This is an optimization exercise on Yosys and OpenROAD, whose aim is small area, a short achievable clock period and few clock cycles per item, not a production implementation.
Only simulation tests tie the RTL to the original design; equivalence was not proved.

## the reference run
// env_sensor_compensation_unit
module env_sensor_compensation_unit #(
	parameter int QUEUE_DEPTH = esc_pkg::QUEUE_DEPTH_DEF
) (
	input  logic                           clk,
	input  logic                           arst_n,
	input  logic                           s_tvalid,
	output logic                           s_tready,
	input  logic [esc_pkg::IN_DATA_W-1:0]  s_tdata,
	output logic                           m_tvalid,
	input  logic                           m_tready,
	output logic [esc_pkg::OUT_DATA_W-1:0] m_tdata,
	input  logic                           cfg_we,
	input  logic [esc_pkg::CFG_IDX_W-1:0]  cfg_index,
	input  logic [esc_pkg::CFG_DATA_W-1:0] cfg_wdata
);
Size in the first run: ~1300 flip-flops.
make LEC_CHECK=0 ABC_AREA=1 CAP_MARGIN=20 CORE_MARGIN=2 CORE_UTILIZATION=25 GPL_TIMING_DRIVEN=1 SETUP_SLACK_MARGIN=5 SLEW_MARGIN=20 finish   # period 12.5 ns
run.sh (not shown) runs the stock make flow with config.mk's settings and CLKGATE_MAP_FILE= SYNTH_SCRIPT=/design/flow/synth_recipe.tcl, a recipe that flattens the netlist after the stock synthesis.
The reference run: no failed stages, no open violations at the end
Testbench counts of the reference run, summed over its fixed seeds: cycles 21,236, items 768.
[inputs] the trial run vs the reference run
# the reference run
export LEC_CHECK = 0
export ABC_AREA = 1
export CAP_MARGIN = 20
export CORE_MARGIN = 2
export CORE_UTILIZATION = 25
export GPL_TIMING_DRIVEN = 1
export SETUP_SLACK_MARGIN = 5
export SLEW_MARGIN = 20
create_clock -name core_clock -period 12.5 [get_ports {clk}]
# the trial run
export LEC_CHECK = 0
export ABC_AREA = 0
export ABC_CLOCK_PERIOD_IN_PS = 4000
export CAP_MARGIN = 20
export CORE_MARGIN = 2
export CORE_UTILIZATION = 25
export SETUP_SLACK_MARGIN = 5
export SLEW_MARGIN = 20
create_clock -name core_clock -period 12.5 [get_ports {clk}]
The trial run ran to completion and came out clean on the timing, design-rule and antenna checks. Post-layout worst setup margin sits higher in the trial run than in the reference run. In the flow results for the trial run and the reference run, the max-slew headroom at the worst pin is larger on the trial run. Looking at relative area of non-clock buffer cells in the final design, the trial run sits 0.35 points above the reference run. Measured against the reference run, the overall routed net length of the trial run comes out at 0.904 times the reference value.

---

== build 83 ==
Another version of the RTL of env_sensor_compensation_unit (not shown whole).
Size in the first run: ~13000 cells after synthesis, ~1900 flip-flops, about 190 I/O pins, roughly 140000 µm² of cells after synthesis.
make LEC_CHECK=0 ABC_AREA=0 ABC_CLOCK_PERIOD_IN_PS=4000 CAP_MARGIN=30 CORE_MARGIN=2 CORE_UTILIZATION=20 SETUP_SLACK_MARGIN=5 SLEW_MARGIN=20 finish   # period 12.5 ns
Build 83 finished every stage and its layout cleared the timing, design-rule and antenna checks.
Testbench counts of build 83, summed over its fixed seeds: cycles 11,375, items 768.
### build 83 -> build 37
- a change of CORE_UTILIZATION from 20 to 25
- a change of SLEW_MARGIN from 20 to 60
- a change of CAP_MARGIN from 30 to 50
## What came out
Every stage of the flow completed for build 37, and the final layout passed the timing, design-rule and antenna checks. Going from build 83 to build 37, number of clock buffers in the layout grew by a few percent. Taking build 83 over build 37, the die area ratio works out to 1.2. On met1 wire length, the lower figure sits with build 37, not build 83. Delta (build 37 minus build 83): total routing resource utilization after global routing +3.9 points; post-layout instance area now larger; setup slack rose 230 ps; number of antenna repair diodes +4. Status: sequential cell area share parity (build 83, build 37).
Input changes introduced in build 75 (baseline for comparison: build 37):
- swapping 60 for 20 in SLEW_MARGIN
- swapping 50 for 30 in CAP_MARGIN
### Flow results
- On wire length of the first global-routing pass, build 37 and build 75 are basically level.
- Build 75 against build 37: utilization dropped 0.43 points, depth of the worst register-to-register path went down by 3, H-tree depth neither gained nor lost much.
- On hold slack, build 75 tracks build 37 almost exactly.
- Build 37 has higher routed wire length than build 75.
> inputs changed (build 75 -> build 2)
- CAP_MARGIN changed from 30 to 40
- SLEW_MARGIN changed from 20 to 45
==> comparison <==
- On aggregate routed wire length, build 75 tracks build 2 almost exactly.
- Across both runs, clock period minus final worst setup slack was lower for build 2 than for build 75.
- Build 75 and build 2 ended up with nearly the same final weighted congestion in routability-driven placement.
- Count of non-filler cells in the finished layout across build 75 and build 2: no real change.
- Sequential cell count: build 2 vs build 75, no meaningful difference
- In build 2 the ratio of cells with drive above 1 in the final layout turned out 0.65 points higher than in build 75.
- Comparing build 75 and build 2, post-route clock period utilization is higher on build 75.
- Post-placement setup slack for build 2: 15 ps up relative to build 75
diff inputs: build 2 => build 62
- SLEW_MARGIN changed from 45 to 80
- CAP_MARGIN changed from 40 to 70
## What came out
Diff build 2 -> build 62: global-route wire length before repair increased about 3%, met1 track utilization from global routing has increased, met3 capacity usage during global routing shows a reduction of 0.23 points.
Delta(final critical-path setup slack, build 62 - build 2) < 0
Build 62 vs build 2: post-synthesis to final-layout area growth up in build 62
Summed area of non-filler cells in the final layout sits higher in build 62 than in build 2.
Build 62 vs. build 2: final cell count went up by 5.4%.
Build 62 ran to completion and came out clean on the timing, design-rule and antenna checks.

---

## old
Another version of the RTL of env_sensor_compensation_unit (not shown whole).
Size: about 16,000 cells after synthesis, ~2,000 flip-flops, roughly 190 I/O pins, about 140,000 sq um of cells after synthesis.
export LEC_CHECK = 0
export ABC_AREA = 1
export CAP_MARGIN = 30
export CORE_MARGIN = 2
export CORE_UTILIZATION = 25
export SETUP_SLACK_MARGIN = 5
export SLEW_MARGIN = 20
create_clock -name core_clock -period 12.5 [get_ports {clk}]
Testbench counts of old, summed over its fixed seeds: cycles 11,375, items 768.
The inputs of new differ from those of old as listed below.
- swapping 1 for 0 in ABC_AREA
- putting ABC_CLOCK_PERIOD_IN_PS at 3000 where nothing was set
==> comparison <==
Looking only at non-clock buffer count, and setting everything else aside, the higher value of old and new goes to new. Fraction of the cycle the final worst path needs ended up 1.1 points lower on new than on old. The maximum number of pins on one net before global-route repair reported for new is greater than that of old by 4.2%. In the tables for old and new, met2 track demand over resource reads higher with old. The fraction of area in multi-input gates in new sits 1.8 points above the value recorded for old. new: length of routed met2 wiring lower than old.

port drivers added, routing unchanged:
The results above use ideal ports. As a check the final layouts listed here were re-extracted and re-timed, cells and wires unchanged.
Step 1: set_driving_cell puts a clkbuf_16 on clk and a buf_2 on each other input, an assumption about the parent block.
Step 2 adds t to the input delays and takes it off the output delays; t is the mean of the earliest and latest rising clock arrival at the registers after step 1. Input paths then give back, and output paths get back, about the clock's delay inside the block.
a / b / c = ideal ports / drivers / drivers and shift; a / b = the first two.
run | shift t [ns] | setup WS [ns] | hold WS [ns] | clock arrival spread, ns
the reference run | 0.934 | 4.985 / 4.985 / 4.985 | 0.308 / 0.308 / 0.308 | 0.076 / 0.076
the trial run | 0.925 | 5.224 / 5.224 / 5.224 | 0.324 / 0.324 / 0.324 | 0.065 / 0.065
build 83 | 1.019 | 6.315 / 6.315 / 5.891 | 0.326 / 0.326 / 0.326 | 0.084 / 0.084
build 37 | 1.028 | 6.545 / 6.545 / 6.112 | 0.314 / 0.314 / 0.314 | 0.137 / 0.138
build 75 | 1.034 | 6.501 / 6.501 / 6.125 | 0.315 / 0.315 / 0.315 | 0.122 / 0.122
build 2 | 1.022 | 6.537 / 6.537 / 6.170 | 0.310 / 0.310 / 0.310 | 0.143 / 0.143
build 62 | 1.040 | 5.217 / 5.217 / 5.217 | 0.323 / 0.323 / 0.323 | 0.153 / 0.153
old | 1.055 | 5.954 / 5.954 / 5.954 | 0.304 / 0.304 / 0.304 | 0.075 / 0.076
new | 1.000 | 6.086 / 6.086 / 6.086 | 0.324 / 0.324 / 0.324 | 0.068 / 0.069
After both steps every run listed still meets setup and hold. The setup slack of build 37, which loses most, moves by 0.000 ns with the drivers and by -0.433 ns with both steps.
